This is an optimization exercise on Yosys and OpenROAD, whose aim is small area, a short achievable clock period and few clock cycles, not a production implementation. In this exercise RTL edits were held to simulation tests only and were not proved equivalent to the original.

## JK
==> flow/design.v (excerpt) <==
module sha256_byte_stream_hasher (
	input  logic        clk,
	input  logic        arst_n,
	input  logic        in_valid,
	output logic        in_ready,
	input  logic [7:0]  in_message_byte,
	input  logic        in_has_byte,
	input  logic        in_end_of_message,
	output logic        out_valid,
	input  logic        out_ready,
	output logic [31:0] out_digest_word,
	output logic [2:0]  out_word_index,
	output logic        out_last_word
);
	logic        blk_ready, blk_first, blk_last, launch, rd_active;
	logic [31:0] rd_word;
	sha256_front u_front (
		.clk, .arst_n,
		.in_valid    (in_valid),
		.in_ready    (in_ready),
		.in_byte     (in_message_byte),
		.in_has_byte (in_has_byte),
		.in_eom      (in_end_of_message),
		.blk_ready, .blk_first, .blk_last, .launch, .rd_active, .rd_word
	);
	sha256_core u_core (
		.clk, .arst_n,
		.blk_ready, .blk_first, .blk_last, .launch, .rd_active, .rd_word,
		.out_valid (out_valid),
		.out_ready (out_ready),
		.out_word  (out_digest_word),
		.out_index (out_word_index),
		.out_last  (out_last_word)
	);
endmodule
Size: about 52 I/O pins, about 74,000 sq um of cells after synthesis.
==> module sha256_core, before the edit <==
module sha256_core (
	input  logic        clk,
	input  logic        arst_n,
	input  logic        blk_ready,
	input  logic        blk_first,
	input  logic        blk_last,
	output logic        launch,
	input  logic        rd_active,
	input  logic [31:0] rd_word,
	output logic        out_valid,
	input  logic        out_ready,
	output logic [31:0] out_word,
	output logic [2:0]  out_index,
	output logic        out_last
);
	typedef logic [31:0] word_t;
	word_t a_q, b_q, c_q, d_q, e_q, f_q, g_q, h_q;
	word_t w_q [16];            
	word_t q_q;                 
	word_t k_q;                 
	logic [5:0] kc_q;           
	word_t ha_q [4];            
	word_t he_q [4];            
	word_t out_q;
	logic        in_round_q;
	logic [5:0]  rn_q;
	logic [1:0]  ph_q;          
	logic        mode_fin_q, mode_init_q;
	logic        fin_pend_q;
	logic        go_q;
	logic        nx_first_q, nx_last_q, cur_first_q, cur_last_q;
	logic        out_valid_q, ovp_q;
	logic [2:0]  oidx_q;
	logic [1:0]  osel_q;        
	function automatic word_t csa_s(input word_t x, input word_t y, input word_t z);
		csa_s = x ^ y ^ z;
	endfunction
	function automatic word_t csa_c(input word_t x, input word_t y, input word_t z);
		csa_c = ((x & y) | (x & z) | (y & z)) << 1;
	endfunction
	word_t s1, ch, s0, mj;
	word_t p1s, p1c, p2s, p2c, p3s, p3c, e1s, e1c, e2s, e2c;
	word_t a_new, e_new;
	always_comb begin
		s1  = sha256_pkg::big_sigma1(e_q);
		ch  = (e_q & f_q) ^ (~e_q & g_q);
		s0  = sha256_pkg::big_sigma0(a_q);
		mj  = (a_q & b_q) ^ (a_q & c_q) ^ (b_q & c_q);
		p1s = csa_s(q_q, ch, mj);
		p1c = csa_c(q_q, ch, mj);
		p2s = csa_s(p1s, p1c, s1);
		p2c = csa_c(p1s, p1c, s1);
		p3s = csa_s(p2s, p2c, s0);
		p3c = csa_c(p2s, p2c, s0);
		a_new = p3s + p3c;
		e1s = csa_s(q_q, ch, d_q);
		e1c = csa_c(q_q, ch, d_q);
		e2s = csa_s(e1s, e1c, s1);
		e2c = csa_c(e1s, e1c, s1);
		e_new = e2s + e2c;
	end
	logic  fin, iv_sel;
	word_t xa, xe, iv_a, iv_e, sum_a, sum_e;
	always_comb begin
		fin    = !in_round_q && mode_fin_q;
		iv_sel = mode_init_q || (mode_fin_q && cur_last_q);
		iv_a   = sha256_pkg::init_hash({1'b0, ~ph_q});       
		iv_e   = sha256_pkg::init_hash({1'b1, ~ph_q});       
		xa     = !mode_fin_q ? '0 : (cur_first_q ? iv_a : ha_q[0]);
		xe     = !mode_fin_q ? '0 : (cur_first_q ? iv_e : he_q[0]);
		sum_a  = xa + d_q;
		sum_e  = xe + h_q;
	end
	word_t sch1s, sch1c, sch2s, sch2c, qa_s, qa_c;
	word_t w_in, q_new;
	always_comb begin
		sch1s = csa_s(sha256_pkg::small_sigma1(w_q[14]), w_q[9], sha256_pkg::small_sigma0(w_q[1]));
		sch1c = csa_c(sha256_pkg::small_sigma1(w_q[14]), w_q[9], sha256_pkg::small_sigma0(w_q[1]));
		sch2s = csa_s(sch1s, sch1c, w_q[0]);
		sch2c = csa_c(sch1s, sch1c, w_q[0]);
		w_in  = rd_active ? rd_word : (sch2s + sch2c);
		qa_s  = csa_s(g_q, k_q, w_q[15]);
		qa_c  = csa_c(g_q, k_q, w_q[15]);
		q_new = qa_s + qa_c;
	end
	logic       hs;
	logic [2:0] oidx_n;
	logic [1:0] opos;
	word_t      out_n;
	always_comb begin
		hs     = out_valid_q && out_ready;
		oidx_n = oidx_q + {2'd0, hs};
		opos   = osel_q - {1'b0, hs};       
		out_n  = oidx_n[2] ? he_q[opos] : ha_q[opos];
	end
	always_ff @(posedge clk) begin
		for (int i = 0; i < 15; i++) w_q[i] <= w_q[i+1];
		w_q[15] <= w_in;
		q_q  <= q_new;
		k_q  <= sha256_pkg::round_k(kc_q);
		kc_q <= (!in_round_q && ph_q == 2'd1) ? 6'd0 : kc_q + 1'b1;
		a_q <= in_round_q ? a_new : (iv_sel ? iv_a : sum_a);
		b_q <= a_q;
		c_q <= b_q;
		d_q <= c_q;
		e_q <= in_round_q ? e_new : (iv_sel ? iv_e : sum_e);
		f_q <= e_q;
		g_q <= f_q;
		h_q <= g_q;
		for (int i = 0; i < 3; i++) begin
			ha_q[i] <= ha_q[i+1];
			he_q[i] <= he_q[i+1];
		end
		ha_q[3] <= fin ? sum_a : ha_q[0];
		he_q[3] <= fin ? sum_e : he_q[0];
		out_q <= out_n;
	end
	logic loop_end, fin_pend_nx, out_busy, fin_done;
	assign launch      = !in_round_q && ph_q == 2'd1 && blk_ready && !go_q &&
		(mode_fin_q || mode_init_q || !fin_pend_q);
	assign loop_end    = !in_round_q && ph_q == 2'd3;
	assign fin_pend_nx = fin_pend_q && !mode_fin_q;
	assign out_busy    = out_valid_q || ovp_q;
	assign fin_done    = loop_end && mode_fin_q && cur_last_q;
	always_ff @(posedge clk or negedge arst_n) begin
		if (!arst_n) begin
			in_round_q  <= 1'b0;
			rn_q        <= '0;
			ph_q        <= '0;
			mode_fin_q  <= 1'b0;
			mode_init_q <= 1'b1;
			fin_pend_q  <= 1'b0;
			go_q        <= 1'b0;
			out_valid_q <= 1'b0;
			ovp_q       <= 1'b0;
			oidx_q      <= '0;
			osel_q      <= '0;
		end else begin
			ph_q <= ph_q + 1'b1;
			if (fin_done) begin
				ovp_q  <= 1'b1;
				oidx_q <= '0;
				osel_q <= 2'd3;
			end else begin
				oidx_q <= oidx_n;
				osel_q <= opos - 1'b1;
			end
			if (ovp_q) begin
				ovp_q       <= 1'b0;
				out_valid_q <= 1'b1;
			end
			if (hs && oidx_q == 3'd7) out_valid_q <= 1'b0;
			if (launch) go_q <= 1'b1;
			if (in_round_q) begin
				rn_q <= rn_q + 1'b1;
				if (rn_q == 6'd63) begin
					in_round_q  <= 1'b0;
					fin_pend_q  <= 1'b1;
					mode_fin_q  <= !out_busy;
					mode_init_q <= 1'b0;
				end
			end else if (loop_end) begin
				fin_pend_q  <= fin_pend_nx;
				mode_fin_q  <= fin_pend_nx && !out_busy;
				mode_init_q <= 1'b0;
				if (go_q) begin
					go_q       <= 1'b0;
					in_round_q <= 1'b1;
					rn_q       <= '0;
				end
			end
		end
	end
	always_ff @(posedge clk) begin
		if (launch) begin
			nx_first_q <= blk_first;
			nx_last_q  <= blk_last;
		end
		if (loop_end && go_q) begin
			cur_first_q <= nx_first_q;
			cur_last_q  <= nx_last_q;
		end
	end
	assign out_valid = out_valid_q;
	assign out_index = oidx_q;
	assign out_last  = (oidx_q == 3'd7);
	assign out_word  = out_q;
endmodule
clock: 10.5 ns
lec_check: 0
cap_margin: 20
core_margin: 2
core_utilization: 40
slew_margin: 20
run.sh (not shown) runs the stock make flow with config.mk's settings and CLKGATE_MAP_FILE= SYNTH_SCRIPT=/design/flow/synth_recipe.tcl, a recipe that flattens the netlist after the stock synthesis.
JK finished all stages; the layout is clean.
Testbench counts of JK, summed over its fixed seeds: cycles 20,372.
Relative to JK, the following input files were edited for MS:
--- a/flow/design.v
+++ b/flow/design.v
@@ -250,40 +250,38 @@
 	endfunction
 	function automatic word_t csa_c(input word_t x, input word_t y, input word_t z);
 		csa_c = ((x & y) | (x & z) | (y & z)) << 1;
 	endfunction
-	word_t s1, ch, s0, mj;
+	logic  rnd, fin, iv_sel;
+	word_t s1, ch, s0, mj, qa, qe, xa, xe, iv_a, iv_e;
 	word_t p1s, p1c, p2s, p2c, p3s, p3c, e1s, e1c, e2s, e2c;
-	word_t a_new, e_new;
+	word_t t_a, t_e;
 	always_comb begin
-		s1  = sha256_pkg::big_sigma1(e_q);
-		ch  = (e_q & f_q) ^ (~e_q & g_q);
-		s0  = sha256_pkg::big_sigma0(a_q);
-		mj  = (a_q & b_q) ^ (a_q & c_q) ^ (b_q & c_q);
-		p1s = csa_s(q_q, ch, mj);
-		p1c = csa_c(q_q, ch, mj);
+		rnd    = in_round_q;
+		fin    = !in_round_q && mode_fin_q;
+		iv_sel = !in_round_q && (mode_init_q || (mode_fin_q && cur_last_q));
+		iv_a   = sha256_pkg::init_hash({1'b0, ~ph_q});       
+		iv_e   = sha256_pkg::init_hash({1'b1, ~ph_q});       
+		xa     = !fin ? '0 : (cur_first_q ? iv_a : ha_q[0]);
+		xe     = !fin ? '0 : (cur_first_q ? iv_e : he_q[0]);
+		s1  = rnd ? sha256_pkg::big_sigma1(e_q) : '0;
+		ch  = rnd ? ((e_q & f_q) ^ (~e_q & g_q)) : '0;
+		s0  = rnd ? sha256_pkg::big_sigma0(a_q) : '0;
+		mj  = rnd ? ((a_q & b_q) ^ (a_q & c_q) ^ (b_q & c_q)) : h_q;
+		qa  = rnd ? q_q : xe;
+		qe  = rnd ? q_q : xa;
+		p1s = csa_s(qa, ch, mj);
+		p1c = csa_c(qa, ch, mj);
 		p2s = csa_s(p1s, p1c, s1);
 		p2c = csa_c(p1s, p1c, s1);
 		p3s = csa_s(p2s, p2c, s0);
 		p3c = csa_c(p2s, p2c, s0);
-		a_new = p3s + p3c;
-		e1s = csa_s(q_q, ch, d_q);
-		e1c = csa_c(q_q, ch, d_q);
+		t_a = p3s + p3c;
+		e1s = csa_s(qe, ch, d_q);
+		e1c = csa_c(qe, ch, d_q);
 		e2s = csa_s(e1s, e1c, s1);
 		e2c = csa_c(e1s, e1c, s1);
-		e_new = e2s + e2c;
-	end
-	logic  fin, iv_sel;
-	word_t xa, xe, iv_a, iv_e, sum_a, sum_e;
-	always_comb begin
-		fin    = !in_round_q && mode_fin_q;
-		iv_sel = mode_init_q || (mode_fin_q && cur_last_q);
-		iv_a   = sha256_pkg::init_hash({1'b0, ~ph_q});       
-		iv_e   = sha256_pkg::init_hash({1'b1, ~ph_q});       
-		xa     = !mode_fin_q ? '0 : (cur_first_q ? iv_a : ha_q[0]);
-		xe     = !mode_fin_q ? '0 : (cur_first_q ? iv_e : he_q[0]);
-		sum_a  = xa + d_q;
-		sum_e  = xe + h_q;
+		t_e = e2s + e2c;
 	end
 	word_t sch1s, sch1c, sch2s, sch2c, qa_s, qa_c;
 	word_t w_in, q_new;
 	always_comb begin
@@ -311,22 +309,22 @@
 		w_q[15] <= w_in;
 		q_q  <= q_new;
 		k_q  <= sha256_pkg::round_k(kc_q);
 		kc_q <= (!in_round_q && ph_q == 2'd1) ? 6'd0 : kc_q + 1'b1;
-		a_q <= in_round_q ? a_new : (iv_sel ? iv_a : sum_a);
+		a_q <= rnd ? t_a : (iv_sel ? iv_a : t_e);
 		b_q <= a_q;
 		c_q <= b_q;
 		d_q <= c_q;
-		e_q <= in_round_q ? e_new : (iv_sel ? iv_e : sum_e);
+		e_q <= rnd ? t_e : (iv_sel ? iv_e : t_a);
 		f_q <= e_q;
 		g_q <= f_q;
 		h_q <= g_q;
 		for (int i = 0; i < 3; i++) begin
 			ha_q[i] <= ha_q[i+1];
 			he_q[i] <= he_q[i+1];
 		end
-		ha_q[3] <= fin ? sum_a : ha_q[0];
-		he_q[3] <= fin ? sum_e : he_q[0];
+		ha_q[3] <= fin ? t_e : ha_q[0];
+		he_q[3] <= fin ? t_a : he_q[0];
 		out_q <= out_n;
 	end
 	logic loop_end, fin_pend_nx, out_busy, fin_done;
 	assign launch      = !in_round_q && ph_q == 2'd1 && blk_ready && !go_q &&
==> comparison <==
Minimum period implied by the final worst setup slack, JK and MS: higher on MS. The total number of nets in the final design in MS sits 3.3% below the value recorded for JK. Count of unresolved DRC violations after routing: JK vs MS identical. Diff JK -> MS: cell row count went down, number of instances in the synthesized netlist went down, via count went down. NOTE: largest stage delay on the critical path in MS exceeds that of JK. Re post-detailed-placement cell area: JK and MS aren't equal, and the higher value belongs to JK.
Testbench counts of MS, summed over its fixed seeds: cycles 20,372.

[port drivers added, routing unchanged]
In the flow no input, the clock included, has a driving cell. The finished layouts below were timed again as built, in two steps. Step 1 assumes that a clkbuf_16 drives the clock port and a buf_2 every other input. Step 2 times the ports against the registers' clock, not the clock port: input delays grow and output delays shrink by t, the midpoint of the rising clock arrivals with the driver on. a / b / c = ideal / step 1 / step 2; a / b = the first two.
run	t (ns)	setup slack, ns	hold slack, ns	slew at the worst register clock pin (ns)
JK	0.887	4.705 / 4.705 / 4.705	0.283 / 0.283 / 0.283	0.08 / 0.08
MS	0.887	3.701 / 3.701 / 3.701	0.305 / 0.305 / 0.305	0.07 / 0.07
After both steps every run listed still meets setup and hold.
